Source: an optimization exercise on an open RTL-to-GDS flow (aim: small area, a short achievable clock period and few clock cycles per item). Production flows keep margins and buffers that such runs may drop.
In this exercise RTL edits were held to simulation tests only and were not proved equivalent to the original.
No activity file was given, so power comes from the tool's default toggle rates.

Design core_load_balance_decider, start of the top module:
module core_load_balance_decider #(
  parameter int NUM_CORES      = NUM_CORES_DEF,
  parameter int THREAD_ID_BITS = THREAD_ID_BITS_DEF
) (
  input  logic                  clk,
  input  logic                  rst_n,
  input  logic                  in_push,
  output logic                  in_full,
  input  logic [KIND_W-1:0]     in_kind,
  input  logic [CORE_W-1:0]     in_core_index,
  input  logic [COUNT_W-1:0]    in_idle_count,
  input  logic [TID_W-1:0]      in_thread_id,
  input  logic [COUNT_W-1:0]    in_run_count,
  input  logic                  in_excluded,
  output logic                  out_empty,
  input  logic                  out_pop,
  output logic                  out_report_kind,
  output logic                  out_balance_needed,
  output logic [CORE_W-1:0]     out_busy_core,
  output logic [CORE_W-1:0]     out_idle_core,
  output logic                  out_migrate,
  output logic [TID_W-1:0]      out_chosen_thread,
  input  logic                  cfg_wr_en,
  input  logic [CFG_IDX_W-1:0]  cfg_index,
  input  logic [CFG_DATA_W-1:0] cfg_wdata
);
Size in the first run: ~8100 cells after synthesis, roughly 200 I/O pins, ~72000 sq um of cells after synthesis.
clock: 6.0 ns
lec_check: 0
abc_area: 1
cap_margin: 20
core_margin: 2
core_utilization: 50
place_density: 0.65
setup_slack_margin: 2.5
slew_margin: 20
run.sh (not shown) runs the stock make flow with config.mk's settings and CLKGATE_MAP_FILE= SYNTH_SCRIPT=/design/flow/synth_recipe.tcl, a recipe that flattens the netlist after the stock synthesis.
The first run completed without violations.
Testbench counts at the start, summed over its fixed seeds: cycles 4,640, items 4,345.
Then changed:
--- a/flow/design.v
+++ b/flow/design.v
@@ -145,20 +145,21 @@
     end
   end
   logic [COUNT_W-1:0] last_r [NC];
   logic [NC-1:0]      lv_r;           
   logic [PCT_W-1:0]   u_r [NC];       
   logic               win_r;          
   logic [CORE_W-1:0]  bsel_r;
   logic [CORE_W-1:0]  isel_r;
   logic               need_r;
   logic               evp_r;          
+  logic               flt_r;          
   logic               endp_r;         
   logic               evrp_r;         
   logic               ov_r;           
   logic [RES_W-1:0]   od_r;
   logic               s_v [2];
   logic [CORE_W-1:0]  s_c [2];
   logic [TID_W-1:0]   s_t [2];
   logic [COUNT_W-1:0] s_r [2];
   logic is_smp, is_ev, is_off, is_end;
   logic m0, m1;
@@ -406,21 +407,21 @@
     endp_d = endp_r;
     evrp_d = evrp_r;
     win_d  = win_r;
     ov_d   = ov_r;
     if (is_ev) begin
       evp_d = 1'b1;
     end
     if (f_ev) begin
       win_d = need;
     end
-    if (f_ev) begin
+    if (flt_r) begin
       evp_d = 1'b0;
     end
     if (f_ev && !out_can) begin
       evrp_d = 1'b1;
     end
     if (push_evr) begin
       evrp_d = 1'b0;
     end
     if (is_end && (evp_r || win_r)) begin
       endp_d = 1'b1;
@@ -433,24 +434,26 @@
       ov_d = 1'b0;
     end
     if (push_ev || push_evr || push_end) begin
       ov_d = 1'b1;
     end
   end
   always_ff @(posedge clk) begin
     if (!rst_n) begin
       win_r  <= 1'b0;
       evp_r  <= 1'b0;
+      flt_r  <= 1'b0;
       endp_r <= 1'b0;
       evrp_r <= 1'b0;
       ov_r   <= 1'b0;
     end else begin
+      flt_r  <= f_ev;
       evp_r  <= evp_d;
       endp_r <= endp_d;
       evrp_r <= evrp_d;
       win_r  <= win_d;
       ov_r   <= ov_d;
     end
   end
   always_ff @(posedge clk) begin
     if (f_ev) begin
       bsel_r <= bsel;
@@ -466,30 +469,30 @@
                s_v[0] ? s_t[0] : (s_v[1] ? s_t[1] : 8'd0)};
     end
   end
   logic upd [2];
   logic fill [2];
   assign upd[0]  = is_off && m0 && (ir_x > s_r[0]);
   assign upd[1]  = is_off && m1 && (ir_x > s_r[1]);
   assign fill[0] = is_off && !m0 && !m1 && !s_v[0];
   assign fill[1] = is_off && !m0 && !m1 && s_v[0] && !s_v[1];
   logic              s_v_d [2];
-  logic              s_v_nf [2];      
   logic [CORE_W-1:0] s_c_d [2];
   always_comb begin
     for (int j = 0; j < 2; j++) begin
-      s_c_d[j]  = fill[j] ? ir_c : s_c[j];
-      s_v_nf[j] = !(end_ex || is_ev) && (s_v[j] || fill[j]);
-      if (f_ev) begin
-        s_v_d[j] = s_v_nf[j] && need && s_c_d[j] == bsel;
+      s_c_d[j] = fill[j] ? ir_c : s_c[j];
+      if (end_ex || is_ev) begin
+        s_v_d[j] = 1'b0;
+      end else if (flt_r) begin
+        s_v_d[j] = (s_v[j] || fill[j]) && win_r && s_c_d[j] == bsel_r;
       end else begin
-        s_v_d[j] = s_v_nf[j];
+        s_v_d[j] = s_v[j] || fill[j];
       end
     end
   end
   always_ff @(posedge clk) begin
     if (!rst_n) begin
       s_v[0] <= 1'b0;
       s_v[1] <= 1'b0;
     end else begin
       s_v[0] <= s_v_d[0];
       s_v[1] <= s_v_d[1];
@@ -508,18 +511,18 @@
   logic [CORE_W-1:0] nx_c;
   assign nx_v   = full_r ? ir_v   : (in_push && cfg_en_r);
   assign nx_ev  = full_r ? ir_ev  : (in_kind == KIND_EVAL);
   assign nx_off = full_r ? ir_off : (in_kind == KIND_OFFER && !in_excluded && in_run_count != '0);
   assign nx_c   = full_r ? ir_c   : in_core_index;
   always_ff @(posedge clk) begin
     if (!rst_n) begin
       full_r <= 1'b0;
     end else begin
       full_r <= nx_v && ((nx_ev && (evp_d || evrp_d || (endp_d && ov_d))) ||
-                         (nx_off && evp_d && s_v_nf[0] && s_v_nf[1] &&
+                         (nx_off && evp_d && s_v_d[0] && s_v_d[1] &&
                           s_c_d[0] != nx_c && s_c_d[1] != nx_c));
     end
   end
   assign out_empty = !ov_r;
   assign {out_report_kind, out_balance_needed, out_busy_core, out_idle_core,
           out_migrate, out_chosen_thread} = od_r;
 endmodule
Outcome: Sequential share of layout area is higher by 1.2 points. Final area is lower by 2.8%. First-iteration DRC count is lower by 17%. Global-route usage is lower by 1.5 points. Clock-buffer cell count is higher by 5.
Testbench counts after the change, summed over its fixed seeds: cycles 4,666, items 4,345.

* * *

## run A
core_load_balance_decider again, from the RTL that the note above started with.
==> flow/config.mk <==
export PLATFORM = sky130hd
export DESIGN_NAME = core_load_balance_decider
export DESIGN_NICKNAME = core_load_balance_decider
export VERILOG_FILES = /design/flow/design.v
export SDC_FILE = /design/flow/constraint.sdc
export NUM_CORES = 4
export LEC_CHECK = 0
export ABC_AREA = 1
export CAP_MARGIN = 20
export CORE_MARGIN = 2
export CORE_UTILIZATION = 50
export PLACE_DENSITY = 0.65
export SETUP_SLACK_MARGIN = 2.7
export SLEW_MARGIN = 20
==> flow/constraint.sdc <==
create_clock -name core_clock -period 6.0 [get_ports {clk}]
set_input_delay 1.2000 -clock core_clock [delete_from_list [all_inputs] [get_ports {clk}]]
set_output_delay 1.2000 -clock core_clock [all_outputs]
set_load 0.01 [all_outputs]
Run A finished every stage and its layout cleared the timing, design-rule and antenna checks.
Testbench counts of run A, summed over its fixed seeds: cycles 4,640, items 4,345.
For run C, these inputs were changed with respect to run A:
-- flow/design.v --
<<< run A, line 234
    m_c <= p1_c;
    m_g <= p1_big || (p1_d >= cfg_iv_r);
    m_n <= 39'(p1_d) * 39'd100;
  end
  logic [39:0] t6;
>>> run C, line 234
    m_c <= p1_c;
    m_g <= p1_big || (p1_d >= cfg_iv_r);
    m_n <= {1'b0, p1_d, 6'd0} + {2'b0, p1_d, 5'd0} + {5'b0, p1_d, 2'd0};
  end
  logic [39:0] t6;
==> comparison <==
Run C reached the final stage; the timing, design-rule and antenna checks on its layout passed. Worst hold slack in run C vs run A: down 0.0062 ns. Power: lower on run C. As far as total wirelength of the detailed-routed design is concerned, run C and run A perform about the same. Run C: combinational power lower than run A. Looking at simple-gate share of the synthesized area, run C sits 0.52 points above run A. Multiplexer area fraction after synthesis: run C vs run A — no meaningful difference. When run C is set beside run A, its number of antenna violations at the first check in global routing turns out to be 2 larger. Run C vs run A: synthesized cell count down slightly. Sum of met2 wire segment lengths after detailed routing: run C and run A compared, higher one is run A. Going from run A to run C, the sequential fraction of the synthesis area was found to have gone up by 0.74 points.
Testbench counts of run C, summed over its fixed seeds: cycles 4,640, items 4,345.

-- what the ideal ports hide --
In the flow no input, the clock included, has a driving cell. The finished layouts below were timed again as built, in two steps.
Step 1 sets driving cells, clkbuf_16 on the clock port and buf_2 on the other inputs (assumed; they add their load-dependent delay and slew).
Step 2 moves the port delays by t, midway between the first and last clock arrival at a register: inputs arrive t later, outputs are due t later. That takes back most of the time a late clock gives input paths.
Three values: no drivers, after step 1, after step 2; two values: the first two.
| run | shift t [ns] | slack for setup (ns) | cell pins on the clock port's net |
|---|---|---|---|
| the first run of note 1 | 0.857 | 2.502 / 2.502 / 2.171 | 1 |
| the second run of note 1 | 0.849 | 2.589 / 2.589 / 2.006 | 1 |
| run A | 0.859 | 2.686 / 2.686 / 2.141 | 1 |
| run C | 0.870 | 2.697 / 2.697 / 2.221 | 1 |
After both steps setup and hold are still met in every run listed. The setup slack of the second run of note 1, which loses most, moves by 0.000 ns with the drivers and by -0.583 ns with both steps.
